This is an optimization exercise on Yosys and OpenROAD, whose aim is small area, not a production implementation.
RTL that was checked went through simulation tests only; none was proved equivalent to the original.
The clock port is modelled as an ideal driver; clocking choices that lean on that would not hold on a real chip.
Power and IR drop assume default switching activity.

== run 1 ==
// robot_cfg_top
module robot_cfg_top (
    input  logic         clk,
    input  logic         reset,
    input  logic         uart_rxd,
    input  logic         load_start,
    output logic [175:0] cfg,
    output logic         load_done
);
    logic         rx_valid;
    logic [7:0]   rx_data;
    logic         wr_en;
    logic         reload_req;
    logic [4:0]   phase;
    logic [175:0] bytes;
    uart_byte_rx u_rx (
        .clk      (clk),
        .reset    (reset),
        .rxd      (uart_rxd),
        .rx_valid (rx_valid),
        .rx_data  (rx_data)
    );
    cfg_cmd_parser u_parser (
        .clk        (clk),
        .reset      (reset),
        .rx_valid   (rx_valid),
        .rx_data    (rx_data),
        .phase      (phase),
        .wr_en      (wr_en),
        .reload_req (reload_req)
    );
    cfg_byte_ram u_ram (
        .clk     (clk),
        .reset   (reset),
        .wr_en   (wr_en),
        .wr_data (rx_data),
        .phase   (phase),
        .bytes   (bytes)
    );
    cfg_loader u_loader (
        .clk        (clk),
        .reset      (reset),
        .load_start (load_start),
        .reload_req (reload_req),
        .phase      (phase),
        .bytes      (bytes),
        .cfg        (cfg),
        .load_done  (load_done)
    );
endmodule
For scale: ~780 cells after synthesis.
export LEC_CHECK = 0
export ABC_AREA = 1
export CAP_MARGIN = 20
export CORE_MARGIN = 2
export CORE_UTILIZATION = 60
export PLACE_DENSITY = 0.85
export SLEW_MARGIN = 20
create_clock -name core_clock -period 10.0 [get_ports {clk}]
standard.sh (not shown) runs the stock make flow with config.mk's settings and CLKGATE_MAP_FILE= SYNTH_SCRIPT=/design/flow/synth_recipe.tcl, a recipe that flattens the netlist after the stock synthesis.
==> flow/flow/run.sh <==
#!/bin/bash
# Standard layout, with two changes:
#  - the port buffers are made from the smallest buffer cell (buf_1);
#  - the clock tree uses small clock buffers and no dummy loads. The larger
#    sink clusters are tried first; if the clock-pin slew estimated after
#    CTS leaves too little margin, CTS is redone with smaller clusters.
set -euo pipefail
here=$(pwd)
res=$here/orfs/results/$FLOW_PLATFORM/robot_cfg_top/base
ports="BUFFER_PORTS_ARGS=-buffer_cell sky130_fd_sc_hd__buf_1"
base="-sink_clustering_enable -repair_clock_nets -dont_use_dummy_load -buf_list sky130_fd_sc_hd__clkbuf_4"
tries=("$base -sink_clustering_size 12 -sink_clustering_max_diameter 60"
       "$base -sink_clustering_size 11 -sink_clustering_max_diameter 45"
       "$base -sink_clustering_size 10 -sink_clustering_max_diameter 40")
limit=0.115
n=0
for cts in "${tries[@]}"; do
  n=$((n + 1))
  rm -f "$res/4_1_cts.odb" "$res/4_cts.odb" "$res/4_cts.sdc"
  bash standard.sh "$ports" "CTS_ARGS=$cts" cts > "standard_to_cts_$n.log" 2>&1
  CTS_ODB=$res/4_cts.odb CTS_SDC=$res/4_cts.sdc PLATFORM_DIR=$FLOW_HOME/platforms/$FLOW_PLATFORM \
    openroad -no_init -exit flow/slew.tcl > "slew_$n.log" 2>&1
  slew=$(awk '/^WORST_CLK_SLEW/ {print $2}' "slew_$n.log")
  echo "try $n: $cts: worst clock-pin slew $slew ns" >> cts_tries.log
  if [[ -n "$slew" ]] && awk -v s="$slew" -v l="$limit" 'BEGIN {exit !(s <= l)}'; then
    break
  fi
done
bash standard.sh "$ports" "CTS_ARGS=$cts" finish > standard_finish.log 2>&1
==> flow/flow/slew.tcl <==
# Worst flip-flop clock-pin slew (ns) of a CTS result, with placement parasitics
set P $::env(PLATFORM_DIR)
read_db $::env(CTS_ODB)
read_liberty $P/lib/sky130_fd_sc_hd__tt_025C_1v80.lib
read_sdc $::env(CTS_SDC)
source $P/setRC.tcl
set_propagated_clock [all_clocks]
estimate_parasitics -placement
set worst 0
foreach pin [get_pins -hierarchical */CLK] {
  foreach a {max min} {
    foreach e {rise fall} {
      set s [get_property $pin slew_${a}_$e]
      if {$s > $worst} { set worst $s }
    }
  }
}
puts "WORST_CLK_SLEW $worst"
Looking at the reports, run 1 completed the entire flow and the layout it produced met the timing, DRC and antenna checks.
### run 1 -> run 2
--- a/flow/config.mk
+++ b/flow/config.mk
@@ -8 +7,0 @@
-export ABC_AREA = 1
@@ -11,2 +10,2 @@
-export CORE_UTILIZATION = 60
-export PLACE_DENSITY = 0.85
+export CORE_UTILIZATION = 75
+export PLACE_DENSITY = 0.92
### Flow results
Every run in the comparison, run 2 and run 1, completed the flow with a clean layout.
Run 1 -> run 2: depth of the most critical reg-to-reg path delta 0, exact match
Routed wire length: run 2 and run 1 compared, higher one is run 2
Comparing run 2 and run 1, synthesized netlist net count is higher on run 1.
Cell area after synthesis, run 2 vs run 1: down slightly
In run 2 relative to run 1, die area had gone down by more than 10%.
The inputs of run 3 differ from those of run 2 as listed below.
--- a/flow/config.mk
+++ b/flow/config.mk
@@ -10,2 +10,2 @@
-export CORE_UTILIZATION = 75
-export PLACE_DENSITY = 0.92
+export CORE_UTILIZATION = 60
+export PLACE_DENSITY = 0.85
[summary]
Comparing run 2 and run 3, the lower routed wire length per instance is on run 3. The die footprint in run 3 is 1.2 times that in run 2. Of the two candidates, run 2 has the worse total via count after detailed routing and run 3 the better one. Run 3 against run 2: area growth from synthesis to layout rose by 0.29 points; reported leakage power decreased about 0.44%. Relative to run 2, global-route usage over all layers has gone down in run 3. Run 2 has higher number of global-route vias before repair than run 3.
Edits applied to the flow inputs when going from run 3 to run 4:
==> flow/flow/run.sh <==
#!/bin/bash
# Standard layout, with the port buffers made from the smallest buffer cell
# and a clock tree of small clock buffers, without dummy loads
set -euo pipefail
bash standard.sh "BUFFER_PORTS_ARGS=-buffer_cell sky130_fd_sc_hd__buf_1" \
  "CTS_ARGS=-sink_clustering_enable -repair_clock_nets -dont_use_dummy_load -buf_list sky130_fd_sc_hd__clkbuf_4 -sink_clustering_size 10 -sink_clustering_max_diameter 40" \
  finish > standard_flow.log 2>&1
removed: flow/flow/slew.tcl
==> run notes <==
Compared with run 3, in run 4 via count comparable; net total in the final layout now larger; final critical-path share of the clock period now larger. Post-layout worst setup margin is higher on run 3. Routed wire length deteriorates in run 4 relative to run 3.

---

== v25 ==
robot_cfg_top, a different RTL version from the one above (not shown whole).
Size in the first run: ~720 cells after synthesis, ~390 flip-flops, about 180 I/O pins.
Settings: LEC_CHECK=0, CAP_MARGIN=20, CORE_MARGIN=2, CORE_UTILIZATION=40, CTS_BUF_LIST=sky130_fd_sc_hd__clkbuf_4, SLEW_MARGIN=20; clock period 10.0 ns.
==> flow/flow/run.sh <==
#!/bin/bash
# Standard layout, with the port buffers made from the smallest buffer cell
set -euo pipefail
bash standard.sh "BUFFER_PORTS_ARGS=-buffer_cell sky130_fd_sc_hd__buf_1" finish > standard_flow.log 2>&1
diff inputs: v25 => v16
==> flow/run.sh (new file) <==
#!/bin/bash
# synth_recipe.tcl (not shown) runs the flow's synth.tcl, then flattens the netlist and writes it again
# the make line also repeats each setting of config.mk as NAME=value (left out here)
make -C /OpenROAD-flow-scripts/flow DESIGN_CONFIG=/design/flow/config.mk WORK_HOME=/design/flow/orfs CLKGATE_MAP_FILE= SYNTH_SCRIPT=/design/flow/synth_recipe.tcl finish
removed: flow/flow/run.sh
removed: flow/standard.sh
==> comparison <==
v16 against v25: overall track demand over capacity in global routing up 0.73 points, post-layout utilization of the core up 4.1 points, cell area after layout up 8.4%, power down about 1.3%.
The source of the critical timing path comes out u_loader.cfg[45] in one run and u_loader.cfg[34] in the other, namely in v16 and v25 respectively.
v16: all stages complete, timing, DRC and antenna checks passed
Diff v25 and v16: number of inserted filler cells in the final layout lower in v16

---

job 7766:
robot_cfg_top, a different RTL version from the one above (not shown whole).
Size in the first run: roughly 180 I/O pins.
clock: 10.0 ns
lec_check: 0
cap_margin: 20
core_margin: 2
core_utilization: 40
slew_margin: 20
==> flow/flow/run.sh <==
#!/bin/bash
# Standard layout, with the port buffers made from the smallest buffer cell
# and a clock tree of small clock buffers, without dummy loads
set -euo pipefail
bash standard.sh "BUFFER_PORTS_ARGS=-buffer_cell sky130_fd_sc_hd__buf_1" \
  "CTS_ARGS=-sink_clustering_enable -repair_clock_nets -dont_use_dummy_load -buf_list sky130_fd_sc_hd__clkbuf_4 -sink_clustering_size 10 -sink_clustering_max_diameter 40" \
  finish > standard_flow.log 2>&1
Job 7766: flow completed, timing, DRC and antenna clean
Input changes introduced in job 6954 (baseline for comparison: job 7766):
- swapping 40 for 60 in CORE_UTILIZATION
- putting PLACE_DENSITY at 0.85 where nothing was set
Notes after the runs:
What job 6954 reported for count of clock-buffer cells in the layout has to be multiplied by 1.07 to get the figure for job 7766. Routed via count divided by cell count: job 6954 and job 7766 compared, higher one is job 6954. Routed wire in job 6954 totals less than in job 7766. Between job 6954 and job 7766, it is job 6954 whose worst setup slack is higher, by 5.1 ps. In job 6954, the via count came out 1.2% above the value in job 7766.
No functional check of the RTL was part of any run of this note.

afterwards: timing with drivers on the ports:
How much do the figures lean on ideal ports? The routed layouts below were timed once more, with nothing changed but the port constraints.
Step 1 (the two cells are an assumption about what drives the block):
set clk [get_ports {clk}]
set_driving_cell -lib_cell sky130_fd_sc_hd__clkbuf_16 $clk
set_driving_cell -lib_cell sky130_fd_sc_hd__buf_2 [delete_from_list [all_inputs] $clk]
Step 2 times the ports against the registers' clock, not the clock port: input delays grow and output delays shrink by t, the midpoint of the rising clock arrivals with the driver on.
Slacks: ideal ports / drivers / drivers and shift; pairs: ideal ports / drivers.
| run | t (ns) | setup WS [ns] | worst hold slack (ns) | pins driven straight from the clock port |
|---|---|---|---|---|
| run 1 | 0.653 | 6.795 / 6.755 / 7.054 | 0.314 / 0.314 / 0.314 | 1 |
| run 2 | 0.657 | 6.755 / 6.719 / 7.123 | 0.314 / 0.314 / 0.314 | 1 |
| run 3 | 0.651 | 6.793 / 6.755 / 7.194 | 0.293 / 0.293 / 0.293 | 1 |
| run 4 | 0.664 | 6.765 / 6.726 / 7.192 | 0.300 / 0.300 / 0.300 | 1 |
| v25 | 0.711 | 6.751 / 6.706 / 7.308 | 0.312 / 0.312 / 0.312 | 1 |
| v16 | 0.713 | 6.391 / 6.346 / 6.967 | 0.334 / 0.334 / 0.334 | 1 |
| job 7766 | 0.678 | 6.769 / 6.729 / 6.923 | 0.323 / 0.323 / 0.323 | 1 |
| job 6954 | 0.661 | 6.774 / 6.737 / 6.917 | 0.292 / 0.292 / 0.292 | 1 |
After both steps every run listed still meets setup and hold. The worst setup slack also covers recovery checks on asynchronous resets.
